Source: an optimization exercise on an open RTL-to-GDS flow (aim: small area and a short achievable clock period). Production flows keep margins and buffers that such runs may drop.
At most, simulation tests tie the RTL to the original design; equivalence was not proved.
The RTL of runs 2 to 4 was laid out without a check of its function.
In runs 3 to 6 the design's own scripts or RTL, not TritonCTS, make the clock network.
The clock port is modelled as an ideal driver, which makes a skipped or thinned clock tree look cheaper than it is; a real chip needs a root buffer or a tree.
No activity file was given, so power comes from the tool's default toggle rates.

## design.v

```verilog
package dbg_pkg;
	typedef logic [7:0] sample_t;
	typedef logic [31:0] count_t;
	typedef logic [3:0] ir_t;
	typedef enum logic [3:0] {
		TEST_LOGIC_RESET,
		RUN_TEST_IDLE,
		SELECT_DR,
		CAPTURE_DR,
		SHIFT_DR,
		EXIT1_DR,
		PAUSE_DR,
		EXIT2_DR,
		UPDATE_DR,
		SELECT_IR,
		CAPTURE_IR,
		SHIFT_IR,
		EXIT1_IR,
		PAUSE_IR,
		EXIT2_IR,
		UPDATE_IR
	} tap_state_t;
	localparam ir_t IR_IDCODE   = 4'h1;
	localparam ir_t IR_CTRL     = 4'h2;
	localparam ir_t IR_STATUS   = 4'h3;
	localparam ir_t IR_MEM_ADDR = 4'h4;
	localparam ir_t IR_MEM_DATA = 4'h5;
	localparam ir_t IR_BYPASS   = 4'hF;
	localparam logic [31:0] IDCODE_VAL = 32'h1DB9_0A5F;
	localparam int CTRL_W   = 8;
	localparam int STATUS_W = 65;
	localparam int DR_MAX_W = 65;
endpackage
`timescale 1ns/1ns
`default_nettype none
module debug_top #(
	parameter int ADDR_W = 6
) (
	input wire logic clk,
	input wire logic reset_i,
	input wire logic tck_i,
	input wire logic tms_i,
	input wire logic tdi_i,
	output logic tdo_o,
	input wire logic rx_bit_i,
	input wire logic rx_valid_i,
	input wire dbg_pkg::sample_t sample_i,
	input wire logic sample_valid_i
);
	localparam int DRW = dbg_pkg::DR_MAX_W;
	localparam int DEPTH = 2 ** ADDR_W;
	logic [1:0] tck_sync_q;
	logic [1:0] tms_sync_q;
	logic [1:0] tdi_sync_q;
	logic rise_q;
	logic fall_q;
	always_ff @(posedge clk) begin
		if (reset_i) begin
			tck_sync_q <= '0;
			tms_sync_q <= '1;
			tdi_sync_q <= '0;
			rise_q <= 1'b0;
			fall_q <= 1'b0;
		end else begin
			tck_sync_q <= {tck_sync_q[0], tck_i};
			tms_sync_q <= {tms_sync_q[0], tms_i};
			tdi_sync_q <= {tdi_sync_q[0], tdi_i};
			rise_q <= tck_sync_q[0] & ~tck_sync_q[1];
			fall_q <= ~tck_sync_q[0] & tck_sync_q[1];
		end
	end
	wire tms = tms_sync_q[1];
	wire tdi = tdi_sync_q[1];
	dbg_pkg::tap_state_t state_q;
	dbg_pkg::tap_state_t state_d;
	always_comb begin
		case (state_q)
			dbg_pkg::TEST_LOGIC_RESET: state_d = tms ? dbg_pkg::TEST_LOGIC_RESET : dbg_pkg::RUN_TEST_IDLE;
			dbg_pkg::RUN_TEST_IDLE:    state_d = tms ? dbg_pkg::SELECT_DR : dbg_pkg::RUN_TEST_IDLE;
			dbg_pkg::SELECT_DR:        state_d = tms ? dbg_pkg::SELECT_IR : dbg_pkg::CAPTURE_DR;
			dbg_pkg::CAPTURE_DR,
			dbg_pkg::SHIFT_DR:         state_d = tms ? dbg_pkg::EXIT1_DR : dbg_pkg::SHIFT_DR;
			dbg_pkg::EXIT1_DR:         state_d = tms ? dbg_pkg::UPDATE_DR : dbg_pkg::PAUSE_DR;
			dbg_pkg::PAUSE_DR:         state_d = tms ? dbg_pkg::EXIT2_DR : dbg_pkg::PAUSE_DR;
			dbg_pkg::EXIT2_DR:         state_d = tms ? dbg_pkg::UPDATE_DR : dbg_pkg::SHIFT_DR;
			dbg_pkg::SELECT_IR:        state_d = tms ? dbg_pkg::TEST_LOGIC_RESET : dbg_pkg::CAPTURE_IR;
			dbg_pkg::CAPTURE_IR,
			dbg_pkg::SHIFT_IR:         state_d = tms ? dbg_pkg::EXIT1_IR : dbg_pkg::SHIFT_IR;
			dbg_pkg::EXIT1_IR:         state_d = tms ? dbg_pkg::UPDATE_IR : dbg_pkg::PAUSE_IR;
			dbg_pkg::PAUSE_IR:         state_d = tms ? dbg_pkg::EXIT2_IR : dbg_pkg::PAUSE_IR;
			dbg_pkg::EXIT2_IR:         state_d = tms ? dbg_pkg::UPDATE_IR : dbg_pkg::SHIFT_IR;
			default:                   state_d = tms ? dbg_pkg::SELECT_DR : dbg_pkg::RUN_TEST_IDLE;
		endcase
	end
	wire st_tlr    = (state_q == dbg_pkg::TEST_LOGIC_RESET);
	wire st_cap_dr = (state_q == dbg_pkg::CAPTURE_DR);
	wire st_sh_dr  = (state_q == dbg_pkg::SHIFT_DR);
	wire st_upd_dr = (state_q == dbg_pkg::UPDATE_DR);
	wire st_cap_ir = (state_q == dbg_pkg::CAPTURE_IR);
	wire st_sh_ir  = (state_q == dbg_pkg::SHIFT_IR);
	wire st_upd_ir = (state_q == dbg_pkg::UPDATE_IR);
	logic [DRW-1:0] dr_sr;
	logic [DRW-1:0] dr_cap;
	dbg_pkg::ir_t ir_q;
	logic [6:0] shift_cnt_q;
	logic [7:0] first_q;
	logic [7:0] upd_val;
	always_ff @(posedge clk) begin
		if (rise_q) begin
			if (st_cap_ir)
				dr_sr <= {4'b0001, {(DRW - 4){1'b0}}};
			else if (st_cap_dr)
				dr_sr <= dr_cap;
			else if (st_sh_dr || st_sh_ir)
				dr_sr <= {tdi, dr_sr[DRW-1:1]};
		end
	end
	always_ff @(posedge clk) begin
		if (rise_q && st_cap_dr) begin
			shift_cnt_q <= '0;
			first_q <= '0;
		end else if (rise_q && st_sh_dr) begin
			if (shift_cnt_q != 7'(DRW))
				shift_cnt_q <= shift_cnt_q + 1'b1;
			if (shift_cnt_q[6:3] == 4'd0)
				first_q[shift_cnt_q[2:0]] <= tdi;
		end
	end
	assign upd_val = (shift_cnt_q == 7'(DRW)) ? dr_sr[7:0] : first_q;
	wire is_idcode = (ir_q == dbg_pkg::IR_IDCODE);
	wire is_ctrl   = (ir_q == dbg_pkg::IR_CTRL);
	wire is_status = (ir_q == dbg_pkg::IR_STATUS);
	wire is_addr   = (ir_q == dbg_pkg::IR_MEM_ADDR);
	wire is_data   = (ir_q == dbg_pkg::IR_MEM_DATA);
	wire is_bypass = (ir_q == dbg_pkg::IR_BYPASS);
	always_ff @(posedge clk) begin
		if (reset_i) begin
			state_q <= dbg_pkg::TEST_LOGIC_RESET;
			ir_q <= dbg_pkg::IR_IDCODE;
			tdo_o <= 1'b0;
		end else begin
			if (st_tlr)
				ir_q <= dbg_pkg::IR_IDCODE;
			if (rise_q) begin
				state_q <= state_d;
				if (st_upd_ir)
					ir_q <= dr_sr[DRW-1:DRW-4];
			end
			if (fall_q) begin
				if (st_sh_ir)
					tdo_o <= dr_sr[DRW-4];
				else if (st_sh_dr)
					tdo_o <= is_bypass ? dr_sr[DRW-1] : dr_sr[0];
				else
					tdo_o <= 1'b0;
			end
		end
	end
	logic [7:1] ctrl_q;
	logic cap_arm_q;
	logic rd_req_q;
	logic [ADDR_W-1:0] rd_addr_q;
	dbg_pkg::sample_t data_q;
	logic wr_en_q;
	logic cap_done_q;
	dbg_pkg::count_t correct_q;
	dbg_pkg::count_t total_q;
	dbg_pkg::sample_t rd_cand_q [4];
	logic [1:0] rd_hi_q;
	logic rd_grant_q;
	dbg_pkg::sample_t rd_fresh;
	wire upd = rise_q && st_upd_dr;
	wire rd_grant = rd_req_q && !wr_en_q;
	always_ff @(posedge clk) begin
		if (reset_i) begin
			ctrl_q <= '0;
			cap_arm_q <= 1'b0;
			rd_req_q <= 1'b0;
			rd_addr_q <= '0;
		end else begin
			cap_arm_q <= 1'b0;
			if (upd && is_ctrl) begin
				ctrl_q <= upd_val[7:1];
				cap_arm_q <= upd_val[0];
			end
			if (rd_grant)
				rd_req_q <= 1'b0;
			if (upd && is_addr) begin
				rd_addr_q <= upd_val[ADDR_W-1:0];
				rd_req_q <= 1'b1;
			end
		end
	end
	always_comb begin
		dr_cap = '0;
		if (is_idcode)
			dr_cap[31:0] = dbg_pkg::IDCODE_VAL;
		else if (is_ctrl)
			dr_cap[7:0] = {ctrl_q, 1'b0};
		else if (is_status)
			dr_cap = {cap_done_q, correct_q, total_q};
		else if (is_addr)
			dr_cap[ADDR_W-1:0] = rd_addr_q;
		else if (is_data)
			dr_cap[7:0] = rd_grant_q ? rd_fresh : data_q;
	end
	dbg_pkg::sample_t mem [DEPTH];
	dbg_pkg::sample_t wr_data_q;
	logic cap_active_q;
	logic [ADDR_W-1:0] wr_ptr_q;
	always_ff @(posedge clk) begin
		if (wr_en_q)
			mem[wr_ptr_q] <= wr_data_q;
	end
	for (genvar g = 0; g < 4; g++) begin : g_cand
		always_ff @(posedge clk)
			rd_cand_q[g] <= mem[{2'(g), rd_addr_q[3:0]}];
	end
	assign rd_fresh = rd_cand_q[rd_hi_q];
	always_ff @(posedge clk) begin
		rd_hi_q <= rd_addr_q[5:4];
		rd_grant_q <= rd_grant;
		if (rd_grant_q)
			data_q <= rd_fresh;
	end
	wire cap_take = cap_active_q && sample_valid_i;
	always_ff @(posedge clk) begin
		wr_data_q <= sample_i;
		if (reset_i) begin
			cap_active_q <= 1'b0;
			wr_ptr_q <= '1;
			wr_en_q <= 1'b0;
			cap_done_q <= 1'b0;
		end else begin
			wr_en_q <= 1'b0;
			if (cap_arm_q) begin
				cap_active_q <= 1'b1;
				wr_ptr_q <= '1;
				cap_done_q <= 1'b0;
			end else if (cap_take) begin
				wr_en_q <= 1'b1;
				wr_ptr_q <= wr_ptr_q + 1'b1;
				if (wr_ptr_q == ADDR_W'(DEPTH - 2)) begin
					cap_active_q <= 1'b0;
					cap_done_q <= 1'b1;
				end
			end
		end
	end
	logic [6:0] hist_q;
	logic [2:0] seen_q;
	wire predicted = hist_q[5] ^ hist_q[6];
	wire primed = (seen_q == 3'd7);
	always_ff @(posedge clk) begin
		if (reset_i || !ctrl_q[1]) begin
			hist_q <= '0;
			seen_q <= '0;
			correct_q <= '0;
			total_q <= '0;
		end else if (rx_valid_i) begin
			hist_q <= {hist_q[5:0], rx_bit_i};
			if (primed) begin
				total_q <= total_q + 1'b1;
				if (rx_bit_i == predicted)
					correct_q <= correct_q + 1'b1;
			end else begin
				seen_q <= seen_q + 1'b1;
			end
		end
	end
endmodule
`default_nettype wire
```

## run.sh

```bash
#!/bin/bash
# synth_recipe.tcl (not shown) runs the flow's synth.tcl, then flattens the netlist and writes it again
# the make line also repeats each setting of config.mk as NAME=value (left out here)
make -C /OpenROAD-flow-scripts/flow DESIGN_CONFIG=/design/flow/config.mk WORK_HOME=/design/flow/orfs CLKGATE_MAP_FILE= SYNTH_SCRIPT=/design/flow/synth_recipe.tcl finish
```

## config.mk

```make
export PLATFORM = sky130hd
export DESIGN_NAME = debug_top
export DESIGN_NICKNAME = debug_top
export VERILOG_FILES = /design/flow/design.v
export SDC_FILE = /design/flow/constraint.sdc
export NUM_CORES = 4
export LEC_CHECK = 0
export CAP_MARGIN = 20
export CORE_MARGIN = 2
export CORE_UTILIZATION = 60
export CTS_BUF_LIST = sky130_fd_sc_hd__clkbuf_16
export CTS_CLUSTER_DIAMETER = 80
export CTS_CLUSTER_SIZE = 25
export SETUP_SLACK_MARGIN = 3.9
export SLEW_MARGIN = 20
```

## constraint.sdc

```tcl
create_clock -name core_clock -period 6.0 [get_ports {clk}]
set_input_delay 1.2000 -clock core_clock [delete_from_list [all_inputs] [get_ports {clk}]]
set_output_delay 1.2000 -clock core_clock [all_outputs]
set_load 0.01 [all_outputs]
```

==> qor.yml, run 1 <==
p_total_mw: 8.76
start_util_pct: 60.9
final_area_mm2: 0.0336
status: "complete, no violations"
route.vias.total: 16089
post_route_cells_drive_above_1_share_pct: 25.4
cap_viol_max_count: 0
place_congestion: 0.799
min_period_ns: 2.23
slew_headroom_pct: 32.0
antenna_left: 0
firstDrtPassIters: 5
rows: 81
worst_pin_slew_ns: 1.01
final_nets: 1905
cts-buffers-inserted: 39
maxSlewViolCount: 0
cts.hold.buffers_added: 0
path_delay_family: "flip-flops"
hold_viol: 0
cp-end-kind: "output port"
crit_path_max_fanout: 2
synthToLayoutAreaGrowth_pct: 12.5
critPathRequiredTime_ns: 4.80
utilization_pct: 68.5
cts_buffer_depth: 3
synthTopCellsByArea: "edfxtp_1 (58%), mux4_2 (13%), dfxtp_1 (12%)"
min_path_type: "reg -> reg"
ys_types: 65
synth_common_cells: "edfxtp_1 (577), nor2_1 (197), dfxtp_1 (181), mux4_2 (168), clkbuf_1 (94)"
arrival_ns: 1.03
ir_worst_vdd_v: 0.000300
synth_warnings: 2
antenna_found_initial: 2
core_mm2: 0.0491
fin_hold_ws_ns: 0.390
fp.dieH_um: 227
path_clk_slew_ns: 0.10
syn_area_mm2: 0.0299
grt_pass1_vias: 15691
fin_ws_ns: 3.77
skew_ns: 0.0302
wl_per_cell_um: 25.8
p_per_area_mw_per_mm2: 261
max_freq_ghz: 0.448
drt_iter0_markers: 1411
die_width_um: 227
yosysTopAreaCellShare_pct: 58.0
grt_pass1_wl_um: 97800
yosys.area.top_type: "edfxtp_1"
cts-root-buf: "clkbuf_16"
crit_buf_inv: 1
cpPeakStageDelay_ns: 0.33
dpl_cell_area_mm2: 0.0308
die-area_mm2: 0.0516
ys_ff_latch: 758
rsz0062_at_grt: "yes"
dp_hpwl_um: 37000
final_cells: 2567
gr-usage-all-layers_pct: 25.9
finalSetupViolations: 0
placed_cells: 2440
netlist_instances: 1854
start_kind: "register"
yosysSeqAreaShare_pct: 70.1
gr-total-overflow: 0
worst-setup-path-type: "reg -> out"
grt_start_max_net_pins: 66
synth_edf_count: 577
port_buffers: 16
syn_avg_cell_area_um2: 16.1
clock_latency_ns: 0.60
fin_crit_sh_pct: 37.2
clock_sinks: 758
cp_cell_sequence: "buf_6"
synth.most_common_cell: "edfxtp_1"
cp_slowest_cell: "dfxtp_2"
power_leakage_nw: 10.2
design.portCount: 17
place_ws_ns: 2.12
async_reset_ff_share_pct: 0
finalSetupTns_ns: 0
synth_nets: 1881
drt-vias-per-instance: 6.27
cts_tree: "built"
h-tree-depth: 2
ys.flop_type: "edfxtp_1"
drc: 0
wl_um: 66300
## cells in the final DEF (no fill, tap or decap), types with 10 or more instances in the layout
cell             instances
edfxtp_1               577
mux4_2                 168
dfxtp_1                143
nor2_1                 133
nand2_1                 72
a21oi_1                 65
nor2_4                  55
buf_4                   46
a22oi_1                 45
o21ai_0                 44
clkbuf_16               42
nand3_1                 38
inv_1                   34
xnor2_1                 30
dfxtp_2                 29
nand4_1                 25
or3_1                   23
xor2_1                  21
mux2i_1                 19
nor3_1                  18
nor2b_1                 16
a211oi_1                14
buf_12                  13
clkdlybuf4s50_1         12
buf_16                  10
## final timing paths
check               startpoint          to  slack (ns)  cells after the start
setup / recovery         tdo_o       tdo_o        3.77                      1
hold / removal    rd_addr_q[5]  rd_hi_q[1]        0.39                      0
setup reg to reg       wr_en_q  mem[19][3]        3.87                      3
hold reg to reg   rd_addr_q[5]  rd_hi_q[1]        0.39                      0
## flip-flops by register name (all words and copies together) (netlist names), 2 cells and up
name,flops
shift_cnt_q,7
data_q,8
state_q,4
correct_q,32
ir_q,4
tms_sync_q,2
wr_data_q,8
dr_sr,65
tdi_sync_q,2
rd_hi_q,2
tck_sync_q,2
mem,512
total_q,32
seen_q,3
first_q,8
wr_ptr_q,6
rd_addr_q,6
hist_q,7
ctrl_q,7
rd_cand_q,32
## cells by family (layout without fill, tap and decap cells)
| kind of cell | after synthesis | after routing | share of synthesized area [%] |
|---|---|---|---|
| AOI/OAI and AO/OA | 213 | 213 | 4.42 |
| xor gates and xnor gates | 52 | 52 | 1.57 |
| buffers and inverters | 135 | 179 | 1.79 |
| and+or+nand+nor | 489 | 493 | 8.00 |
| adders and majority gates | 11 | 11 | 0.461 |
| other | 0 | 1 | 0 |
| muxes | 196 | 196 | 13.6 |
| DFF | 758 | 758 | 70.1 |
## repair_timing
| action | in CTS | in global routing |
|---|---|---|
| resized for setup | 144 | 106 |
| setup endpoints to repair | 742 | 630 |
| setup buffers | 26 | 21 |
| gates cloned | 11 | 3 |
| pin swaps | 5 | 12 |
## routing by layer
metal | GRT usage, % | wire length, um | vias to the layer above
li1 | - | - | 7256
met1 | 36.0 | 27800 | 8322
met2 | 43.4 | 33400 | 409
met3 | 3.38 | 3210 | 100
met4 | 8.31 | 1930 | 2
met5 | 0 | 13 | -
## layout make-up
cell class / instances / area [um^2]
Clock inverter: 24 / 210
Sequential cell: 758 / 21000
Fill cell: 3304 / 15400
Antenna cell: 1 / 2.50
Clock buffer: 41 / 1030
Timing Repair Buffer: 93 / 1170
Tap cell: 664 / 831
Inverter: 21 / 78.8
Multi-Input combinational cell: 965 / 9280
## where the power goes
| part | internal, mW | switching (mW) |
|---|---|---|
| sequential | 5.62 | 0.0130 |
| combinational | 0.0251 | 0.0668 |
| clock | 1.36 | 1.67 |
| total | 7.01 | 1.75 |
==> run 2, diff against run 1 <==
--- a/design.v
+++ b/design.v
@@ -100,6 +100,9 @@
 	wire st_sh_ir  = (state_q == dbg_pkg::SHIFT_IR);
 	wire st_upd_ir = (state_q == dbg_pkg::UPDATE_IR);
 	logic [DRW-1:0] dr_sr;
+	logic status_late_q;
+	dbg_pkg::count_t correct_q;
+	dbg_pkg::count_t total_q;
 	logic [DRW-1:0] dr_cap;
 	dbg_pkg::ir_t ir_q;
 	logic [6:0] shift_cnt_q;
@@ -113,6 +116,8 @@
 				dr_sr <= dr_cap;
 			else if (st_sh_dr || st_sh_ir)
 				dr_sr <= {tdi, dr_sr[DRW-1:1]};
+		end else if (status_late_q) begin
+			dr_sr[63:0] <= {correct_q, total_q};
 		end
 	end
 	always_ff @(posedge clk) begin
@@ -150,7 +155,7 @@
 				if (st_sh_ir)
 					tdo_o <= dr_sr[DRW-4];
 				else if (st_sh_dr)
-					tdo_o <= is_bypass ? dr_sr[DRW-1] : dr_sr[0];
+					tdo_o <= is_bypass ? dr_sr[DRW-1] : status_late_q ? total_q[0] : dr_sr[0];
 				else
 					tdo_o <= 1'b0;
 			end
@@ -163,8 +168,6 @@
 	dbg_pkg::sample_t data_q;
 	logic wr_en_q;
 	logic cap_done_q;
-	dbg_pkg::count_t correct_q;
-	dbg_pkg::count_t total_q;
 	dbg_pkg::sample_t rd_cand_q [4];
 	logic [1:0] rd_hi_q;
 	logic rd_grant_q;
@@ -198,7 +201,7 @@
 		else if (is_ctrl)
 			dr_cap[7:0] = {ctrl_q, 1'b0};
 		else if (is_status)
-			dr_cap = {cap_done_q, correct_q, total_q};
+			dr_cap = {cap_done_q, 64'd0};   
 		else if (is_addr)
 			dr_cap[ADDR_W-1:0] = rd_addr_q;
 		else if (is_data)
@@ -249,19 +252,28 @@
 	end
 	logic [6:0] hist_q;
 	logic [2:0] seen_q;
+	logic rx_valid_q;
+	logic rx_bit_q;
+	logic prbs_clr_q;
 	wire predicted = hist_q[5] ^ hist_q[6];
 	wire primed = (seen_q == 3'd7);
 	always_ff @(posedge clk) begin
-		if (reset_i || !ctrl_q[1]) begin
+		rx_valid_q <= rx_valid_i;
+		rx_bit_q <= rx_bit_i;
+		prbs_clr_q <= reset_i || !ctrl_q[1];
+		status_late_q <= rise_q && st_cap_dr && is_status;
+	end
+	always_ff @(posedge clk) begin
+		if (prbs_clr_q) begin
 			hist_q <= '0;
 			seen_q <= '0;
 			correct_q <= '0;
 			total_q <= '0;
-		end else if (rx_valid_i) begin
-			hist_q <= {hist_q[5:0], rx_bit_i};
+		end else if (rx_valid_q) begin
+			hist_q <= {hist_q[5:0], rx_bit_q};
 			if (primed) begin
 				total_q <= total_q + 1'b1;
-				if (rx_bit_i == predicted)
+				if (rx_bit_q == predicted)
 					correct_q <= correct_q + 1'b1;
 			end else begin
 				seen_q <= seen_q + 1'b1;
==> run 2 against run 1 <==
Against the previous run: design area is 1.1% lower; global-route usage is 0.29 points lower; synthesized cell count is 1.9% lower; core utilization is 0.77 points lower; non-clock buffer count is 6 lower; worst setup slack worse by 0.047 ns; die area hardly changed.
==> qor.yml, run 2 <==
finalSetupViolations: 0  # unchanged
wl_um: 65600  # -1.2%
layout_common_cells: "edfxtp_1 (577), mux4_2 (168), dfxtp_1 (155)"
min_period_ns: 2.28  # +0.0470 ns
ir_worst_vdd_v: 0.000304  # +1.2%
design.portCount: 17  # unchanged
crit_path_max_fanout: 2  # unchanged
path_delay_family: "flip-flops"
final_cells: 2540  # -1.1%
r2r_start: "wr_ptr_q[1]"
firstDrtPassIters: 5  # unchanged
layout_commonest_cell: "edfxtp_1"
r2r_cells: 3  # unchanged
p_total_mw: 8.65  # -1.3%
maxSlewViolCount: 0  # unchanged
final_nets: 1873  # -1.7%
cts_buffer_depth: 3  # unchanged
slew_headroom_pct: 43.1  # +11 points
clock_latency_ns: 0.62  # +0.02 ns
cts-root-buf: "clkbuf_16"
r2r-end: "mem[14][1]"
cp_slowest_cell: "dfxtp_2"
syn_area_mm2: 0.0299  # about the same
path_clk_slew_ns: 0.09  # about the same
synth_nets: 1845  # -1.9%
synth_edf_count: 577  # unchanged
hold_viol: 0  # unchanged
arrival_ns: 1.08  # +0.05 ns
largest_reg_flops: 512  # unchanged
ys.flop_type: "edfxtp_1"
wl_per_cell_um: 25.8  # -0.13%
cts_tree: "built"
placed_cells: 2414  # -1.1%
route.vias.total: 15928  # -1.0%
min_path_type: "reg -> reg"
power_leakage_nw: 10.0  # -1.6%
gr-total-overflow: 0  # unchanged
worst_pin_slew_ns: 0.854  # -0.159 ns
drc: 0  # unchanged
fin_hold_ws_ns: 0.375  # -0.0144 ns
die-area_mm2: 0.0516  # about the same
synthTopCellsByArea: "edfxtp_1 (58%), mux4_2 (13%), dfxtp_1 (12%)"
drt_iter0_markers: 1724  # +22%
reg2reg_setup_slack_ns: 3.91  # +0.04 ns
cpPeakStageDelay_ns: 0.37  # +0.04 ns
worst-setup-path-type: "reg -> out"
post_route_cells_drive_above_1_share_pct: 24.1  # -1.2 points
antenna_found_initial: 5  # +3
antenna_cells: 0  # -1
top_regs: "mem: 512 flops, dr_sr: 65 flops"
cts.hold.buffers_added: 0  # unchanged
synth.most_common_cell: "edfxtp_1"
hold_start: "rd_addr_q[4]"
dp_hpwl_um: 37900  # +2.2%
rsz0062_at_grt: "yes"
drt-vias-per-instance: 6.27  # about the same
skew_ns: 0.0497  # +0.0195 ns
critPathRequiredTime_ns: 4.80  # about the same
fp.dieH_um: 227  # about the same
grt_pass1_vias: 15377  # -2.0%
grt_start_max_net_pins: 131  # +98%
gr-usage-all-layers_pct: 25.7  # -0.29 points
hold_end: "rd_hi_q[0]"
syn_avg_cell_area_um2: 16.4  # +1.9%
finalSetupTns_ns: 0  # unchanged
grt_pass1_wl_um: 96500  # -1.3%
cp_cell_sequence: "buf_6"
yosysTopAreaCellShare_pct: 58.0  # about the same
die_width_um: 227  # about the same
final_area_mm2: 0.0332  # -1.1%
async_reset_ff_share_pct: 0  # unchanged
h-tree-depth: 2  # unchanged
cts-buffers-inserted: 38  # -2.6%
ys_types: 63  # -3.1%
fin_crit_sh_pct: 38.0  # +0.78 points
rows: 81  # unchanged
largest-register: "mem"
start_util_pct: 60.9  # about the same
port_buffers: 16  # unchanged
place_ws_ns: 3.05  # +0.936 ns
start_kind: "register"
crit_buf_inv: 1  # unchanged
cp-end-kind: "output port"
yosys.area.top_type: "edfxtp_1"
place_congestion: 0.785  # -1.7%
utilization_pct: 67.8  # -0.77 points
synthToLayoutAreaGrowth_pct: 11.4
max_freq_ghz: 0.439  # -2.1%
yosysSeqAreaShare_pct: 70.4  # +0.32 points
dpl_cell_area_mm2: 0.0306  # -0.44%
cap_viol_max_count: 0  # unchanged
fin_ws_ns: 3.72  # -0.0470 ns
netlist_instances: 1818  # -1.9%
synth_warnings: 2  # unchanged
whs_path_depth: 0  # unchanged
clock_sinks: 762  # +0.53%
status: "complete, no violations"
core_mm2: 0.0491  # unchanged
synth_common_cells: "edfxtp_1 (577), dfxtp_1 (185), nor2_1 (178), mux4_2 (168), nand2_1 (79)"
antenna_left: 0  # unchanged
ys_ff_latch: 762  # +0.53%
p_per_area_mw_per_mm2: 260  # -0.17%
-- run 2: kinds of logic after synthesis --
family                   count (synthesis)  synth area share [%]
buffers and inverters                  154                  2.02
AND/OR/NAND/NOR                        452                  7.57
XOR/XNOR                                56                  1.70
multiplexers                           197                  13.7
flip-flops                             762                  70.4
AO/OA/AOI/OAI                          186                  4.13
adder cells (fa/ha/maj)                 11                 0.461
-- run 2: power by group --
group,internal [mW],total (mW),switching (mW),leakage [nW]
registers,5.65,5.70,0.0533,6.72
clock network,1.22,2.88,1.66,0.639
logic,0.0242,0.0612,0.0370,2.66
-- run 2: final cells by class --
cell class                      instances  area, um^2
Tap cell                              664         831
Clock buffer                           39         976
Timing Repair Buffer                   87        1050
Clock inverter                         31         188
Multi-Input combinational cell        904        8890
Sequential cell                       762       21100
Inverter                               53         199
Fill cell                            3346       15800
-- run 2: worst max path at each step --
stage,depth (start not counted),to,slack (ns),startpoint
2_1_floorplan,4,rd_cand_q[0][0],3.92,rd_addr_q[0]
3_3_place_gp,3,rd_cand_q[0][5],3.05,rd_addr_q[0]
3_5_place_dp,3,rd_cand_q[0][5],3.05,rd_addr_q[0]
4_1_cts,3,mem[35][1],3.51,wr_en_q
5_1_grt,1,tdo_o,3.68,tdo_o
6_report,1,tdo_o,3.72,tdo_o
-- run 2: worst register-to-register path: stages (launching register included) --
cell     delay, ns
dfxtp_2       0.53
nor2b_1       0.27
nand3_2       0.45
nor2_4        0.51
-- run 2: what timing repair did --
item,4_1_cts,5_1_grt
buffers inserted,35,16
endpoints found under the setup margin,684,613
cloned,1,4
pin swaps,14,20
resized for setup,112,83
-- run 2: metal layers --
metal / up-vias / track usage, % / wire (um)
met5: - / 0 / 0
met4: 0 / 6.43 / 1320
met3: 84 / 4.03 / 4480
met2: 501 / 40.5 / 31600
met1: 8252 / 38.2 / 28100
li1: 7091 / - / -
==> run 3, diff against run 2 <==
==> flow/run.sh (new file) <==
#!/bin/bash
# Layout flow: the standard flow (standard.sh, unchanged synthesis),
# except that clock tree synthesis builds a two-level tree (flow/mytree.tcl):
# the clock port feeds 4 root clkbuf_16, each driving the clkbuf_16 leaf
# buffers of one quadrant; each leaf drives a cluster of about 24 flip-flops.
# The rest of ORFS's CTS step (placement legalisation, setup/hold repair)
# runs as usual. Each step's make output is logged in this folder; ORFS's
# own per-tool logs are under orfs/logs.
set -euo pipefail
here=$(pwd)

bash standard.sh place > std_1_place.log 2>&1

# ORFS scripts with cts.tcl's clock_tree_synthesis call replaced
mkdir -p scripts_cts
cp -r "$FLOW_HOME"/scripts/. scripts_cts/
sed -i "s#^log_cmd clock_tree_synthesis {\*}\$cts_args#source $here/flow/mytree.tcl; build_clock_tree 24 4; set_propagated_clock [all_clocks]#" scripts_cts/cts.tcl
grep -q "build_clock_tree 24 4" scripts_cts/cts.tcl
bash standard.sh SCRIPTS_DIR="$here/scripts_cts" cts > std_2_cts.log 2>&1

bash standard.sh finish > std_3_finish.log 2>&1
==> flow/mytree.tcl (new file) <==
# Two-level clock tree: the clock port drives one root clkbuf_16, which
# drives one clkbuf_16 per cluster of flip-flops (k-means on placement).
proc build_clock_tree { {per_leaf 22} {nroot 4} {iters 12} } {
  set block [ord::get_db_block]
  set db [ord::get_db]
  set master [$db findMaster sky130_fd_sc_hd__clkbuf_16]
  set clk [$block findNet clk]
  set sinks {}
  foreach it [$clk getITerms] {
    set inst [$it getInst]
    set b [$inst getBBox]
    lappend sinks [list $it [expr {([$b xMin] + [$b xMax]) / 2.0}] [expr {([$b yMin] + [$b yMax]) / 2.0}]]
  }
  set n [llength $sinks]
  set k [expr {int(ceil(double($n) / $per_leaf))}]
  # init centroids: spread over sorted order
  set sorted [lsort -real -index 1 $sinks]
  set cx {}; set cy {}
  for {set i 0} {$i < $k} {incr i} {
    set s [lindex $sorted [expr {int(($i + 0.5) * $n / $k)}]]
    lappend cx [lindex $s 1]; lappend cy [lindex $s 2]
  }
  # balanced-ish k-means: capacity-limited assignment
  set cap [expr {int(ceil(double($n) / $k)) + 3}]
  for {set it 0} {$it < $iters} {incr it} {
    set cnt [lrepeat $k 0]
    set assign {}
    # order sinks by distance to their nearest centroid (far ones first get choice)
    foreach s $sinks {
      set x [lindex $s 1]; set y [lindex $s 2]
      set ds {}
      for {set i 0} {$i < $k} {incr i} {
        lappend ds [list $i [expr {abs($x - [lindex $cx $i]) + abs($y - [lindex $cy $i])}]]
      }
      set ds [lsort -real -index 1 $ds]
      foreach d $ds {
        set i [lindex $d 0]
        if {[lindex $cnt $i] < $cap} { lset cnt $i [expr {[lindex $cnt $i] + 1}]; lappend assign $i; break }
      }
    }
    set sx [lrepeat $k 0.0]; set sy [lrepeat $k 0.0]
    foreach s $sinks a $assign {
      lset sx $a [expr {[lindex $sx $a] + [lindex $s 1]}]
      lset sy $a [expr {[lindex $sy $a] + [lindex $s 2]}]
    }
    for {set i 0} {$i < $k} {incr i} {
      if {[lindex $cnt $i] > 0} {
        lset cx $i [expr {[lindex $sx $i] / [lindex $cnt $i]}]
        lset cy $i [expr {[lindex $sy $i] / [lindex $cnt $i]}]
      }
    }
  }
  set leaves {}
  for {set i 0} {$i < $k} {incr i} { lappend leaves [list $i [lindex $cx $i] [lindex $cy $i]] }
  set groups {}
  if {$nroot == 4} {
    set lx [lsort -real -index 1 $leaves]
    set h [expr {$k / 2}]
    foreach half [list [lrange $lx 0 [expr {$h - 1}]] [lrange $lx $h end]] {
      set ly [lsort -real -index 2 $half]
      set h2 [expr {[llength $ly] / 2}]
      lappend groups [lrange $ly 0 [expr {$h2 - 1}]] [lrange $ly $h2 end]
    }
  } elseif {$nroot == 2} {
    set lx [lsort -real -index 1 $leaves]
    set h [expr {$k / 2}]
    set groups [list [lrange $lx 0 [expr {$h - 1}]] [lrange $lx $h end]]
  } else {
    set groups [list $leaves]
  }
  set r 0
  foreach g $groups {
    set rx 0.0; set ry 0.0
    foreach l $g { set rx [expr {$rx + [lindex $l 1]}]; set ry [expr {$ry + [lindex $l 2]}] }
    set rx [expr {int($rx / [llength $g])}]; set ry [expr {int($ry / [llength $g])}]
    set root [odb::dbInst_create $block $master "clkroot_$r"]
    $root setLocation $rx $ry
    $root setPlacementStatus PLACED
    set rnet [odb::dbNet_create $block "clknet_root_$r"]
    $rnet setSigType CLOCK
    [$root findITerm A] connect $clk
    [$root findITerm X] connect $rnet
    foreach l $g {
      set i [lindex $l 0]
      set b [odb::dbInst_create $block $master "clkleaf_$i"]
      $b setLocation [expr {int([lindex $cx $i])}] [expr {int([lindex $cy $i])}]
      $b setPlacementStatus PLACED
      set net [odb::dbNet_create $block "clknet_leaf_$i"]
      $net setSigType CLOCK
      [$b findITerm A] connect $rnet
      [$b findITerm X] connect $net
      set leafnet($i) $net
    }
    incr r
  }
  foreach s $sinks a $assign {
    set itm [lindex $s 0]
    $itm disconnect
    $itm connect $leafnet($a)
  }
  puts "build_clock_tree: $n sinks, $k leaf buffers"
}
==> standard.sh (new file) <==
#!/bin/bash
# synth_recipe.tcl (not shown) runs the flow's synth.tcl, then flattens the netlist and writes it again
# the make line also repeats each setting of config.mk as NAME=value (left out here)
make -C /OpenROAD-flow-scripts/flow DESIGN_CONFIG=/design/flow/config.mk WORK_HOME=/design/flow/orfs CLKGATE_MAP_FILE= SYNTH_SCRIPT=/design/flow/synth_recipe.tcl "${@:-finish}"
removed: run.sh
==> run 3 against run 2 <==
Against the previous run: still clean; sequential power about the same; via count shrank 0.94%; global-route usage is 0.31 points lower; worst hold slack better by 0.0055 ns; critical path depth grew 1; total power shrank 3.9%; critical path type is now reg -> reg; largest power group unchanged.
==> qor.yml, run 3 <==
start_kind: "register"
finalSetupTns_ns: 0  # unchanged
grt.met1_usage_pct: 38.3  # +0.11 points
dpl_cell_area_mm2: 0.0306  # unchanged
yosysTopAreaCellShare_pct: 58.0  # unchanged
max_freq_ghz: 0.441  # +0.43%
place_congestion: 0.785  # unchanged
crit_buf_inv: 0  # -1
cpPeakStageDelay_ns: 0.78  # +0.41 ns
drt-vias-per-instance: 6.30  # +0.44%
worst-setup-path-type: "reg -> reg"
synthTopCellsByArea: "edfxtp_1 (58%), mux4_2 (13%), dfxtp_1 (12%)"
cp_cell_sequence: "nand3_2, nor2_4"
cap_viol_max_count: 0  # unchanged
drt_iter0_markers: 1854  # +7.5%
arrival_ns: 2.31  # +1.23 ns
path_clk_slew_ns: 0.10  # about the same
antenna_found_initial: 5  # unchanged
syn_area_mm2: 0.0299  # unchanged
path_delay_family: "simple AND/OR/NAND/NOR gates"
core_mm2: 0.0491  # unchanged
synthToLayoutAreaGrowth_pct: 10.7
p_total_mw: 8.31  # -3.9%
post_route_cells_drive_above_1_share_pct: 24.0  # -0.14 points
min_period_ns: 2.27  # -0.00965 ns
top_regs: "mem: 512 flops, dr_sr: 65 flops"
finalSetupViolations: 0  # unchanged
largest-register: "mem"
cp-end-kind: "register"
worst_pin_slew_ns: 0.842  # -0.0117 ns
design.portCount: 17  # unchanged
synth_edf_count: 577  # unchanged
largest_reg_flops: 512  # unchanged
netlist_instances: 1818  # unchanged
grt-busiest-layer: "met2"
hold_viol: 0  # unchanged
r2r_start: "wr_ptr_q[2]"
port_buffers: 16  # unchanged
r2r_cells: 2  # -1
p_per_area_mw_per_mm2: 252  # -3.3%
whs_path_depth: 0  # unchanged
layout_common_cells: "edfxtp_1 (577), mux4_2 (168), dfxtp_1 (156)"
power_leakage_nw: 9.84  # -1.7%
ys_types: 63  # unchanged
hold_start: "rd_addr_q[4]"
layout_commonest_cell: "edfxtp_1"
antenna_left: 0  # unchanged
cts.hold.buffers_added: 0  # unchanged
synth_common_cells: "edfxtp_1 (577), dfxtp_1 (185), nor2_1 (178), mux4_2 (168), nand2_1 (79)"
wl_um: 65600  # about the same
firstDrtPassIters: 5  # unchanged
yosysSeqAreaShare_pct: 70.4  # unchanged
antenna_cells: 0  # unchanged
fin_hold_ws_ns: 0.381  # +0.00550 ns
ys.flop_type: "edfxtp_1"
clock_latency_ns: 0.40  # -0.22 ns
grt_pass1_wl_um: 97000  # +0.49%
route.vias.total: 15778  # -0.94%
rows: 81  # unchanged
grt_use_met2_pct: 41.6  # +1.1 points
die-area_mm2: 0.0516  # unchanged
syn_avg_cell_area_um2: 16.4  # unchanged
gr-usage-all-layers_pct: 25.3  # -0.31 points
async_reset_ff_share_pct: 0  # unchanged
grtUsageMet3_pct: 2.96  # -1.1 points
critPathRequiredTime_ns: 6.04  # +1.24 ns
r2r-end: "mem[4][7]"
slew_headroom_pct: 43.9  # +0.78 points
drc: 0  # unchanged
synth_warnings: 2  # unchanged
synth_nets: 1845  # unchanged
ir_worst_vdd_v: 0.000259  # -15%
maxSlewViolCount: 0  # unchanged
hold_end: "rd_hi_q[0]"
fp.dieH_um: 227  # unchanged
gr-total-overflow: 0  # unchanged
grt_pass1_vias: 15343  # -0.22%
yosys.area.top_type: "edfxtp_1"
fin_crit_sh_pct: 37.8  # -0.16 points
skew_ns: 0.0384  # -0.0114 ns
reg2reg_setup_slack_ns: 3.73  # -0.18 ns
status: "complete, no violations"
synth.most_common_cell: "edfxtp_1"
final_area_mm2: 0.0330  # -0.62%
dp_hpwl_um: 37900  # unchanged
grt_start_max_net_pins: 131  # unchanged
ys_ff_latch: 762  # unchanged
min_path_type: "reg -> reg"
cp_slowest_cell: "dfxtp_1"
final_nets: 1870  # -0.16%
start_util_pct: 60.9  # unchanged
nFillCells: 3356  # +0.30%
crit_path_max_fanout: 15  # +13
die_width_um: 227  # unchanged
wl_per_cell_um: 26.2  # +1.4%
rsz0062_at_grt: "yes"
[run 3: cell counts after synthesis]
No cell type changed its count.
[run 3: per-layer routing]
| metal | share of wire [%] | wire (um) |
|---|---|---|
| met1 | 43 | 28400 |
| met2 | 49 | 31800 |
| met3 | 6.6 | 4330 |
| met4 | 1.5 | 962 |
| met5 | 0 | 0 |
[run 3: power breakdown]
group	leakage [nW]	internal, mW	switching [mW]
registers	6.72	5.65	0.0532
logic	2.68	0.0243	0.0372
clock network	0.444	1.08	1.47
[run 3: stage by stage]
step           worst slack (ns)  instances  utilization [%]
6_report                   3.73       2505             67.4
5_1_grt                    3.71       2505             67.4
4_1_cts                    3.56       2491             66.3
3_3_place_gp               3.05       2414             62.5
2_1_floorplan              3.92       1818                -
3_5_place_dp               3.05       2414             62.5
[run 3: cell families after synthesis]
family / count (synthesis) / share of synthesized area, %
xor gates and xnor gates: 56 / 1.70
AOI/OAI and AO/OA: 186 / 4.13
and+or+nand+nor: 452 / 7.57
DFF: 762 / 70.4
buffers and inverters: 154 / 2.02
adders and majority gates: 11 / 0.461
muxes: 197 / 13.7
[run 3: worst max-delay path by stage]
stage / cells after the start / to / slack (ns) / startpoint
floorplan: 4 / rd_cand_q[0][0] / 3.92 / rd_addr_q[0]
global placement: 3 / rd_cand_q[0][5] / 3.05 / rd_addr_q[0]
detailed placement: 3 / rd_cand_q[0][5] / 3.05 / rd_addr_q[0]
CTS: 3 / mem[48][1] / 3.56 / wr_en_q
global route: 2 / mem[4][7] / 3.71 / wr_ptr_q[2]
finish: 2 / mem[4][7] / 3.73 / wr_ptr_q[2]
[run 3: final cells by class]
| cell class | instances | area [um^2] | area share (%) |
|---|---|---|---|
| plain buffers | 36 | 901 | 2.73 |
| well taps | 664 | 831 | 2.51 |
| flip-flops and latches | 762 | 21100 | 63.9 |
| multi-input cells | 905 | 8950 | 27.1 |
| inverters | 53 | 199 | 0.602 |
| repair buffers | 85 | 1060 | 3.20 |
[run 3: timing repair]
item,in CTS,in global routing
cloned,3,4
buffers inserted,38,10
hold endpoints to repair,0,0
pin swaps,19,12
resized for setup,125,79
endpoints found under the setup margin,695,537
==> run 4, diff against run 3 <==
--- a/config.mk
+++ b/config.mk
@@ -11,5 +11,5 @@
 export CTS_BUF_LIST = sky130_fd_sc_hd__clkbuf_16
 export CTS_CLUSTER_DIAMETER = 80
 export CTS_CLUSTER_SIZE = 25
-export SETUP_SLACK_MARGIN = 3.9
+export SETUP_SLACK_MARGIN = 4.1
 export SLEW_MARGIN = 20
==> run 4 against run 3 <==
Against the previous run: final cell count grew 4.0%; core utilization increased by 4.2 points; critical path type unchanged; register-to-register slack better by 0.21 ns; clock skew down 0.0032 ns.
==> qor.yml, run 4 <==
grt_pass1_wl_um: 103000  # +5.9%
antenna_left: 0  # unchanged
synth_common_cells: "edfxtp_1 (577), dfxtp_1 (185), nor2_1 (178), mux4_2 (168), nand2_1 (79)"
gr-usage-all-layers_pct: 27.1  # +1.8 points
ir_worst_vdd_v: 0.000256  # -1.2%
yosysSeqAreaShare_pct: 70.4  # unchanged
rows: 81  # unchanged
wl_um: 70700  # +7.9%
dp_hpwl_um: 37500  # -0.87%
clock_latency_ns: 0.39  # about the same
cpPeakStageDelay_ns: 0.52  # -0.26 ns
largest_reg_flops: 512  # unchanged
hold_viol: 0  # unchanged
start_util_pct: 60.9  # unchanged
rsz0062_at_grt: "yes"
maxSlewViolCount: 0  # unchanged
netlist_instances: 1818  # unchanged
synth_warnings: 2  # unchanged
syn_area_mm2: 0.0299  # unchanged
core_mm2: 0.0491  # unchanged
cap_viol_max_count: 0  # unchanged
crit_start: "rd_addr_q[0]"
status: "complete, no violations"
max_freq_ghz: 0.485  # +10%
start_kind: "register"
ys_ff_latch: 762  # unchanged
p_int_mw: 6.76  # about the same
arrival_ns: 2.31  # about the same
fin_crit_sh_pct: 34.4  # -3.4 points
largest-register: "mem"
power_frac_seq_pct: 68.4  # -0.2 points
crit_path_max_fanout: 5  # -10
fin_hold_ws_ns: 0.381  # +0.000517 ns
antenna_found_initial: 1  # -4
synth_nets: 1845  # unchanged
path_clk_slew_ns: 0.10  # about the same
post_route_cells_drive_above_1_share_pct: 30.8  # +6.8 points
fp.dieH_um: 227  # unchanged
die_width_um: 227  # unchanged
final_cells: 2605  # +4.0%
p_per_area_mw_per_mm2: 237  # -5.6%
cts.hold.buffers_added: 0  # unchanged
finalSetupViolations: 0  # unchanged
drc: 0  # unchanged
cp-end-kind: "register"
cp_cell_sequence: "buf_12, buf_8, buf_12, buf_16, mux4_2, mux4_2"
grt_start_max_net_pins: 78  # -40%
synth.most_common_cell: "edfxtp_1"
finalSetupTns_ns: 0  # unchanged
hold_start: "rd_addr_q[4]"
wl_per_cell_um: 27.2  # +3.7%
die-area_mm2: 0.0516  # unchanged
synthToLayoutAreaGrowth_pct: 17.5
final_nets: 1969  # +5.3%
synthTopCellsByArea: "edfxtp_1 (58%), mux4_2 (13%), dfxtp_1 (12%)"
ys_types: 63  # unchanged
utilization_pct: 71.5  # +4.2 points
min_path_type: "reg -> reg"
netSwitchingFraction_pct: 18.9  # +0.13 points
ys.flop_type: "edfxtp_1"
layout_common_cells: "edfxtp_1 (577), mux4_2 (168), dfxtp_1 (142)"
design.portCount: 17  # unchanged
syn_avg_cell_area_um2: 16.4  # unchanged
worst-setup-path-type: "reg -> reg"
port_buffers: 16  # unchanged
async_reset_ff_share_pct: 0  # unchanged
drt_iter0_markers: 1505  # -19%
worst_pin_slew_ns: 0.915  # +0.0730 ns
route.vias.total: 16569  # +5.0%
grt_pass1_vias: 15961  # +4.0%
gr-total-overflow: 0  # unchanged
yosys.area.top_type: "edfxtp_1"
r2r_start: "rd_addr_q[0]"
critPathRequiredTime_ns: 6.25  # +0.21 ns
cp_slowest_cell: "mux4_2"
path_delay_family: "multiplexers"
firstDrtPassIters: 5  # unchanged
layout_commonest_cell: "edfxtp_1"
yosysTopAreaCellShare_pct: 58.0  # unchanged
power_leakage_nw: 10.9  # +10%
top_regs: "mem: 512 flops, dr_sr: 65 flops"
crit_buf_inv: 4  # +4
synth_edf_count: 577  # unchanged
slew_headroom_pct: 39.0  # -4.9 points
drt-vias-per-instance: 6.36  # +0.98%
p_clk_share_pct: 30.7  # about the same
skew_ns: 0.0352  # -0.00321 ns
min_period_ns: 2.06  # -0.207 ns
comb_power_share_pct: 0.9  # +0.2 points
place_congestion: 0.835  # +6.3%
p_sw_mw: 1.57  # +0.98%
placed_cells: 2411  # -0.12%
## run 4: cell types whose count changed in the layout (fill, tap and decap cells not counted), moves of 6 or more
| cell | delta |
|---|---|
| buf_16 | +19 |
| dfxtp_4 | +6 |
| nor4_1 | -6 |
| buf_4 | +26 |
| buf_8 | +6 |
| nor3_1 | -6 |
| buf_12 | +38 |
| nor3_4 | +7 |
| dfxtp_2 | +8 |
| buf_6 | +11 |
| dfxtp_1 | -14 |
| nand3_1 | -6 |
## run 4: worst paths after layout
check	slack, ns	end	cells past startpoint
min reg2reg	0.38	rd_hi_q[0]	0
max reg2reg	3.94	rd_cand_q[3][1]	6
min	0.38	rd_hi_q[0]	0
max	3.94	rd_cand_q[3][1]	6
## run 4: logic make-up (layout without fill, tap and decap cells)
family	Yosys count	count (layout)	share of synthesized area [%]
buffers and inverters	154	272	2.02
adders and majority gates	11	11	0.461
other	0	1	0
muxes	197	197	13.7
xor gates and xnor gates	56	56	1.70
and+or+nand+nor	452	452	7.57
AOI/OAI and AO/OA	186	190	4.13
DFF	762	762	70.4
## run 4: timing repair
action                     CTS  global route
pin swaps                   54            45
setup endpoints to repair  764           634
gates resized for setup    258            86
cloned                      22             3
buffers inserted            81            51
## run 4: per-layer routing
| metal | GRT usage (%) | share of wire [%] |
|---|---|---|
| met3 | 2.12 | 5.5 |
| met2 | 47.9 | 52 |
| met4 | 5.27 | 2.7 |
| met1 | 37.7 | 39 |
| met5 | 0 | 0 |
## run 4: worst register-to-register path: cells and delay by family (launching register included)
kind	cells	cell delay, ns
muxes	2	1.01
buffers and inverters	4	0.54
DFF	1	0.38
## run 4: power by group through the flow
stage | combinational, mW | sequential, mW | clock [mW]
2_1_floorplan | 0.0364 | 5.81 | 0
3_3_place_gp | 0.0591 | 5.83 | 0
3_5_place_dp | 0.0656 | 5.82 | 0
4_1_cts | 0.0738 | 5.70 | 2.59
5_1_grt | 0.0846 | 5.70 | 2.76
6_report | 0.0780 | 5.70 | 2.56
## run 4: through the flow
stage | total power [mW] | cell area (um^2) | worst slack (ns)
after floorplan | 5.84 | 29900 | 3.93
after global routing | 8.55 | 35100 | 3.88
final | 8.33 | 35100 | 3.94
after CTS | 8.37 | 34100 | 3.93
after detailed placement | 5.89 | 30700 | 3.24
after global placement | 5.89 | 30700 | 3.27
## run 4: final cells by class
cell class | count | area (um^2)
flip-flops and latches | 762 | 21100
fillers | 3072 | 14000
multi-input cells | 906 | 9350
repair buffers | 183 | 2680
plain buffers | 36 | 901
well taps | 664 | 831
inverters | 53 | 201
diodes | 1 | 2.50
==> run 5, diff against run 4 <==
--- a/design.v
+++ b/design.v
@@ -211,13 +211,24 @@
 	dbg_pkg::sample_t wr_data_q;
 	logic cap_active_q;
 	logic [ADDR_W-1:0] wr_ptr_q;
-	always_ff @(posedge clk) begin
-		if (wr_en_q)
-			mem[wr_ptr_q] <= wr_data_q;
+	logic [7:0] wr_grp_q;
+	for (genvar k = 0; k < DEPTH; k++) begin : g_row
+		always_ff @(posedge clk) begin
+			if (wr_grp_q[k / 8] && wr_ptr_q[2:0] == 3'(k % 8))
+				mem[k] <= wr_data_q;
+		end
 	end
 	for (genvar g = 0; g < 4; g++) begin : g_cand
+		dbg_pkg::sample_t lvl [31];
+		for (genvar i = 0; i < 16; i++) begin : g_leaf
+			assign lvl[15 + i] = mem[g * 16 + i];
+		end
+		for (genvar n = 14; n >= 0; n--) begin : g_node
+			localparam int D = $clog2(n + 2) - 1;
+			assign lvl[n] = rd_addr_q[3 - D] ? lvl[2 * n + 2] : lvl[2 * n + 1];
+		end
 		always_ff @(posedge clk)
-			rd_cand_q[g] <= mem[{2'(g), rd_addr_q[3:0]}];
+			rd_cand_q[g] <= lvl[0];
 	end
 	assign rd_fresh = rd_cand_q[rd_hi_q];
 	always_ff @(posedge clk) begin
@@ -227,22 +238,26 @@
 			data_q <= rd_fresh;
 	end
 	wire cap_take = cap_active_q && sample_valid_i;
+	wire [ADDR_W-1:0] wr_ptr_inc = wr_ptr_q + 1'b1;
 	always_ff @(posedge clk) begin
 		wr_data_q <= sample_i;
 		if (reset_i) begin
 			cap_active_q <= 1'b0;
 			wr_ptr_q <= '1;
 			wr_en_q <= 1'b0;
+			wr_grp_q <= '0;
 			cap_done_q <= 1'b0;
 		end else begin
 			wr_en_q <= 1'b0;
+			wr_grp_q <= '0;
 			if (cap_arm_q) begin
 				cap_active_q <= 1'b1;
 				wr_ptr_q <= '1;
 				cap_done_q <= 1'b0;
 			end else if (cap_take) begin
 				wr_en_q <= 1'b1;
-				wr_ptr_q <= wr_ptr_q + 1'b1;
+				wr_grp_q[wr_ptr_inc[5:3]] <= 1'b1;
+				wr_ptr_q <= wr_ptr_inc;
 				if (wr_ptr_q == ADDR_W'(DEPTH - 2)) begin
 					cap_active_q <= 1'b0;
 					cap_done_q <= 1'b1;
--- a/config.mk
+++ b/config.mk
@@ -11,5 +11,5 @@
 export CTS_BUF_LIST = sky130_fd_sc_hd__clkbuf_16
 export CTS_CLUSTER_DIAMETER = 80
 export CTS_CLUSTER_SIZE = 25
-export SETUP_SLACK_MARGIN = 4.1
+export SETUP_SLACK_MARGIN = 3.8
 export SLEW_MARGIN = 20
==> run 5 against run 4 <==
Against the previous run: still clean on timing, DRC and antenna; die area grew 0.84%; worst setup slack worse by 0.098 ns; total power increased by 1.1%; register-to-register slack worse by 0.098 ns; synthesized cell count decreased by 1.3%; routed wire length decreased by 10%; sequential cell count is 8 higher; design area shrank 7.3%; critical path type is now in -> reg.
==> qor.yml, run 5 <==
status: "complete, no violations"
largest_reg_flops: 512  # unchanged
wl_per_cell_um: 25.7  # -5.5%
ys_types: 61  # -3.2%
fin_crit_sh_pct: 36.0  # +1.6 points
die-area_mm2: 0.0520  # +0.84%
synth_nets: 1828  # -0.92%
synth_common_cells: "edfxtp_1 (577), dfxtp_1 (193), mux4_2 (168), nor2_1 (128), clkbuf_1 (74)"
yosysSeqAreaShare_pct: 70.4  # about the same
grt.met1_usage_pct: 36.6  # -1.2 points
grtUsageMet3_pct: 2.50  # +0.38 points
synthToLayoutAreaGrowth_pct: 8.01
worst_pin_slew_ns: 0.861  # -0.0542 ns
skew_ns: 0.0543  # +0.0191 ns
hold_viol: 0  # unchanged
gr-usage-all-layers_pct: 24.3  # -2.8 points
min_period_ns: 2.16  # +0.0982 ns
cpPeakStageDelay_ns: 0.33  # -0.19 ns
syn_area_mm2: 0.0301  # +0.86%
utilization_pct: 65.2  # -6.3 points
finalSetupTns_ns: 0  # unchanged
place_congestion: 0.823  # -1.4%
grt_pass1_vias: 15395  # -3.5%
design.portCount: 17  # unchanged
nFillCells: 3460  # +13%
p_per_area_mw_per_mm2: 259  # +9.1%
synth_edf_count: 577  # unchanged
clock_latency_ns: 0.41  # +0.02 ns
final_area_mm2: 0.0325  # -7.3%
core_mm2: 0.0499  # +1.7%
start_util_pct: 60.4  # -0.48 points
grt_pass1_wl_um: 96600  # -6.0%
grt_use_met2_pct: 39.7  # -8.2 points
ys_ff_latch: 770  # +1.0%
largest-register: "mem"
cp-end-kind: "register"
grt_start_max_net_pins: 77  # -1.3%
top_regs: "mem: 512 flops, dr_sr: 65 flops"
port_buffers: 16  # unchanged
layout_common_cells: "edfxtp_1 (577), mux4_2 (168), dfxtp_1 (164)"
dp_hpwl_um: 38200  # +1.8%
min_path_type: "reg -> reg"
synthTopCellsByArea: "edfxtp_1 (58%), dfxtp_1 (13%), mux4_2 (13%)"
dpl_cell_area_mm2: 0.0310  # +0.81%
cp_slowest_cell: "dlygate4sd2_1"
ys.flop_type: "edfxtp_1"
whs_path_depth: 0  # unchanged
placed_cells: 2408  # -0.12%
yosysTopAreaCellShare_pct: 57.5  # -0.49 points
synth_warnings: 7  # +5
cp.depth: 6  # unchanged
finalSetupViolations: 0  # unchanged
drc: 0  # unchanged
power_leakage_nw: 9.95  # -8.3%
final_nets: 1834  # -6.9%
rows: 82  # +1.2%
drt-vias-per-instance: 6.32  # -0.62%
ir_worst_vdd_v: 0.000213  # -17%
r2r_cells: 5  # -1
antenna_found_initial: 2  # +1
rsz0062_at_grt: "yes"
yosys.area.top_type: "edfxtp_1"
post_route_cells_drive_above_1_share_pct: 19.7  # -11 points
slew_headroom_pct: 42.6  # +3.6 points
fin_hold_ws_ns: 0.377  # -0.00397 ns
path_delay_family: "simple AND/OR/NAND/NOR gates"
cap_viol_max_count: 0  # unchanged
wl_um: 63400  # -10%
crit_buf_inv: 1  # -3
grt-busiest-layer: "met2"
drt_iter0_markers: 1574  # +4.6%
worst-setup-path-type: "in -> reg"
netlist_instances: 1794  # -1.3%
cp_cell_sequence: "dlygate4sd2_1, nand2_4, nor3_2, and2_1, mux2_2, nor4b_1"
async_reset_ff_share_pct: 0  # unchanged
crit_path_max_fanout: 12  # +7
route.vias.total: 15632  # -5.7%
path_clk_slew_ns: 0.10  # about the same
die_width_um: 228  # +0.42%
critPathRequiredTime_ns: 6.26  # about the same
start_kind: "input pin"
antenna_left: 0  # unchanged
reg2reg_setup_slack_ns: 3.84  # -0.10 ns
firstDrtPassIters: 5  # unchanged
arrival_ns: 2.42  # +0.11 ns
layout_commonest_cell: "edfxtp_1"
syn_avg_cell_area_um2: 16.8  # +2.2%
synth.most_common_cell: "edfxtp_1"
final_cells: 2473  # -5.1%
max_freq_ghz: 0.463  # -4.5%
fp.dieH_um: 228  # +0.42%
gr-total-overflow: 0  # unchanged
maxSlewViolCount: 0  # unchanged
[run 5: kinds of logic after synthesis]
logic type | count (synthesis) | synth area share, %
AO/OA/AOI/OAI | 181 | 4.25
XOR/XNOR | 61 | 1.82
adder cells (fa/ha/maj) | 18 | 0.748
buffers and inverters | 130 | 1.62
flip-flops | 770 | 70.4
multiplexers | 199 | 13.6
AND/OR/NAND/NOR | 435 | 7.55
[run 5: stage by stage]
stage | total power [mW] | worst slack [ns]
2_1_floorplan | 5.89 | 3.84
3_3_place_gp | 5.94 | 3.11
3_5_place_dp | 5.95 | 3.04
4_1_cts | 8.48 | 3.80
5_1_grt | 8.66 | 3.70
6_report | 8.42 | 3.84
[run 5: path summary, 6_finish.rpt]
check,end,startpoint
max,wr_grp_q[6],sample_valid_i
min reg2reg,rd_hi_q[1],rd_addr_q[5]
max reg2reg,total_q[31],total_q[21]
min,rd_hi_q[1],rd_addr_q[5]
[run 5: repair_timing]
item / in CTS / in global routing
pin swaps: 5 / 2
gates cloned: 7 / 2
hold buffers: 0 / 0
resized for setup: 54 / 42
setup buffers: 14 / 2
setup endpoints to repair: 289 / 223
[run 5: metal layers]
| metal | vias up | part of all wire, % | routed length [um] |
|---|---|---|---|
| li1 | 7007 | - | - |
| met1 | 8163 | 44 | 27900 |
| met2 | 383 | 49 | 30800 |
| met3 | 77 | 5.2 | 3270 |
| met4 | 2 | 2.3 | 1470 |
| met5 | - | 0.020 | 13 |
[run 5: area by class of cell]
class | instances | area [um^2] | area share (%)
antenna | 3 | 7.51 | 0.0231
buffer | 37 | 926 | 2.85
inverter | 38 | 143 | 0.439
multi-input combinational | 901 | 8760 | 26.9
sequential | 770 | 21300 | 65.3
tap | 672 | 841 | 2.59
timing repair buffer | 52 | 596 | 1.83
[run 5: power by group]
part	switching [mW]	total, mW	internal [mW]	leakage [nW]
sequential	0.0421	5.75	5.71	6.78
clock	1.49	2.60	1.11	0.456
combinational	0.0528	0.0799	0.0272	2.71
total	1.58	8.42	6.84	9.95
==> run 6, diff against run 5 <==
--- a/config.mk
+++ b/config.mk
@@ -11,5 +11,5 @@
 export CTS_BUF_LIST = sky130_fd_sc_hd__clkbuf_16
 export CTS_CLUSTER_DIAMETER = 80
 export CTS_CLUSTER_SIZE = 25
-export SETUP_SLACK_MARGIN = 3.8
+export SETUP_SLACK_MARGIN = 3.9
 export SLEW_MARGIN = 20
==> run 6 against run 5 <==
Against the previous run: worst setup slack gained 0.036 ns; sequential share of layout area shrank 0.51 points; worst hold slack gained 0.0048 ns; clock power is essentially flat; sequential power is essentially flat; still clean; largest power group unchanged; area after synthesis is the same; critical endpoint is now tdo_o; clock skew shrank 0.019 ns; total power shrank 0.16%; highest routed layer is now met4; sequential cell count is the same; first-iteration DRC count shrank 15%; global-route usage grew 0.26 points; routed wire length grew 0.99%.
==> qor.yml, run 6 <==
reg2reg_setup_slack_ns: 3.95  # +0.11 ns
status: "complete, no violations"
dpl_cell_area_mm2: 0.0310  # about the same
slew_headroom_pct: 44.4  # +1.8 points
cap_viol_max_count: 0  # unchanged
synth_warnings: 7  # unchanged
crit_path_max_fanout: 2  # -10
antenna_left: 0  # unchanged
ys_ff_latch: 770  # unchanged
r2r_start: "wr_ptr_q[1]"
placed_cells: 2404  # -0.17%
final_nets: 1857  # +1.3%
finalSetupViolations: 0  # unchanged
gr-usage-all-layers_pct: 24.6  # +0.26 points
syn_area_mm2: 0.0301  # unchanged
crit_buf_inv: 1  # unchanged
place_congestion: 0.817  # -0.70%
path_delay_family: "flip-flops"
ys.flop_type: "edfxtp_1"
syn_avg_cell_area_um2: 16.8  # unchanged
drt-vias-per-instance: 6.32  # about the same
die-area_mm2: 0.0520  # unchanged
grt_pass1_wl_um: 97200  # +0.69%
yosysSeqAreaShare_pct: 70.4  # unchanged
antenna_cells: 0  # -3
r2r_cells: 3  # -2
fin_hold_ws_ns: 0.382  # +0.00483 ns
synth_edf_count: 577  # unchanged
critPathRequiredTime_ns: 4.80  # -1.46 ns
grtUsageMet3_pct: 2.21  # -0.29 points
max_freq_ghz: 0.471  # +1.7%
layout_commonest_cell: "edfxtp_1"
firstDrtPassIters: 5  # unchanged
netlist_instances: 1794  # unchanged
worst_pin_slew_ns: 0.834  # -0.0270 ns
gr-total-overflow: 0  # unchanged
nFillCells: 3509  # +1.4%
p_sw_mw: 1.58  # -0.54%
grt-busiest-layer: "met2"
fp.dieH_um: 228  # unchanged
start_kind: "register"
grt.met1_usage_pct: 36.2  # -0.35 points
layout_common_cells: "edfxtp_1 (577), mux4_2 (168), dfxtp_1 (161)"
drt_iter0_markers: 1333  # -15%
p_int_mw: 6.84  # about the same
endpoint: "tdo_o"
grt_start_max_net_pins: 77  # unchanged
cp_slowest_cell: "dfxtp_4"
grt_use_met2_pct: 41.5  # +1.8 points
fin_crit_sh_pct: 35.4  # -0.60 points
post_route_cells_drive_above_1_share_pct: 22.3  # +2.6 points
core_mm2: 0.0499  # unchanged
ys_types: 61  # unchanged
min_path_type: "reg -> reg"
start_util_pct: 60.4  # unchanged
drc: 0  # unchanged
maxSlewViolCount: 0  # unchanged
cpPeakStageDelay_ns: 0.41  # +0.08 ns
top_regs: "mem: 512 flops, dr_sr: 65 flops"
hold_viol: 0  # unchanged
wl_per_cell_um: 25.7  # +0.18%
synthToLayoutAreaGrowth_pct: 8.95
p_per_area_mw_per_mm2: 256  # -1.0%
design.portCount: 17  # unchanged
worst-setup-path-type: "reg -> out"
synth_nets: 1828  # unchanged
largest-register: "mem"
path_clk_slew_ns: 0.09  # about the same
skew_ns: 0.0356  # -0.0187 ns
p_clk_share_pct: 30.8  # about the same
route.vias.total: 15767  # +0.86%
min_period_ns: 2.12  # -0.0361 ns
synth_common_cells: "edfxtp_1 (577), dfxtp_1 (193), mux4_2 (168), nor2_1 (128), clkbuf_1 (74)"
ir_worst_vdd_v: 0.000240  # +13%
synth.most_common_cell: "edfxtp_1"
finalSetupTns_ns: 0  # unchanged
wl_um: 64100  # +0.99%
grt_pass1_vias: 15498  # +0.67%
final_cells: 2493  # +0.81%
cp_cell_sequence: "buf_6"
cp.depth: 1  # -5
port_buffers: 16  # unchanged
synthTopCellsByArea: "edfxtp_1 (58%), dfxtp_1 (13%), mux4_2 (13%)"
rsz0062_at_grt: "yes"
final_area_mm2: 0.0328  # +0.88%
cts.hold.buffers_added: 0  # unchanged
r2r-end: "mem[59][1]"
yosys.area.top_type: "edfxtp_1"
netSwitchingFraction_pct: 18.7  # -0.071 points
comb_power_share_pct: 0.7  # -0.2 points
die_width_um: 228  # unchanged
dp_hpwl_um: 37800  # -1.0%
power_frac_seq_pct: 68.4  # +0.2 points
largest_reg_flops: 512  # unchanged
crit_start: "tdo_o"
arrival_ns: 0.92  # -1.50 ns
power_leakage_nw: 10.1  # +1.3%
cp-end-kind: "output port"
yosysTopAreaCellShare_pct: 57.5  # unchanged
clock_latency_ns: 0.41  # about the same
rows: 82  # unchanged
async_reset_ff_share_pct: 0  # unchanged
antenna_found_initial: 3  # +1
==> run 6: cell counts after synthesis <==
Identical to the previous run, type by type.
==> run 6: through the flow <==
stage               utilization (%)  total power, mW  setup WS (ns)
floorplan                         -             5.89           3.91
global placement               62.1             5.94           3.00
detailed placement             62.1             5.94           2.97
CTS                            65.0             8.46           3.86
global route                   65.8             8.65           3.85
finish                         65.8             8.41           3.88
==> run 6: how the worst min path moves through the flow <==
stage,from,end,cells past startpoint
detailed placement,rd_addr_q[5],rd_hi_q[1],0
global placement,rd_addr_q[4],rd_hi_q[0],0
CTS,rd_addr_q[5],rd_hi_q[1],0
floorplan,rd_addr_q[4],rd_hi_q[0],0
global route,rd_addr_q[4],rd_hi_q[0],0
finish,rd_addr_q[5],rd_hi_q[1],0
==> run 6: kinds of logic after synthesis <==
group	share of synthesized area, %
buf+inv	1.62
compound gates	4.25
fa+ha+maj	0.748
flops	70.4
xor+xnor	1.82
simple gates	7.55
mux	13.6
==> run 6: final cells by class <==
type	instances	area, um^2	share of cell area [%]
multi-input cells	901	8880	27.1
repair buffers	75	749	2.28
plain buffers	37	926	2.82
inverters	38	143	0.435
well taps	672	841	2.56
flip-flops and latches	770	21300	64.8
==> run 6: routing by layer <==
metal | vias to the layer above | part of all wire, %
met2 | 429 | 50
met4 | 0 | 2.1
met5 | - | 0
met3 | 73 | 5.3
met1 | 8227 | 43
li1 | 7038 | -
==> run 6: power groups by stage <==
stage	registers [mW]	clock network (mW)	logic, mW
floorplan	5.86	0	0.0334
global placement	5.88	0	0.0556
detailed placement	5.88	0	0.0578
CTS	5.76	2.64	0.0623
global route	5.76	2.82	0.0679
finish	5.76	2.59	0.0622
==> run 6: repair_timing <==
action                     4_1_cts  5_1_grt
setup buffers                   23       20
cloned                           8        1
pin swaps                       10        9
resized for setup               80       48
setup endpoints to repair      584      316

[afterwards: timing with drivers on the ports]
Ports are ideal in the flow. The routed layouts listed here were re-timed in OpenROAD.
Step 1, drivers: a clkbuf_16 drives clk and a buf_2 each remaining input, both assumed.
Step 2 moves the port delays by t, midway between the first and last clock arrival at a register: inputs arrive t later, outputs are due t later. That takes back most of the time a late clock gives input paths.
Three values: ideal ports, drivers, drivers and shift; two values: the first two.
run | shift t [ns] | setup WS [ns] | clock arrival spread, ns | slew at the worst register clock pin (ns) | pins driven straight from the clock port
run 1 | 0.644 | 3.769 / 3.711 / 3.216 | 0.030 / 0.030 | 0.10 / 0.10 | 1
run 2 | 0.652 | 3.722 / 3.661 / 3.429 | 0.050 / 0.050 | 0.10 / 0.10 | 1
run 3 | 0.511 | 3.732 / 3.732 / 3.643 | 0.038 / 0.038 | 0.10 / 0.10 | 4
run 4 | 0.498 | 3.938 / 3.828 / 3.608 | 0.039 / 0.038 | 0.11 / 0.11 | 4
run 5 | 0.511 | 3.840 / 3.789 / 3.436 | 0.056 / 0.056 | 0.10 / 0.10 | 4
run 6 | 0.508 | 3.876 / 3.751 / 3.603 | 0.049 / 0.049 | 0.10 / 0.10 | 4
After both steps every run listed still meets setup and hold. For run 1, which loses most, drivers alone change the setup slack by -0.058 ns; drivers and shift together by -0.553 ns.
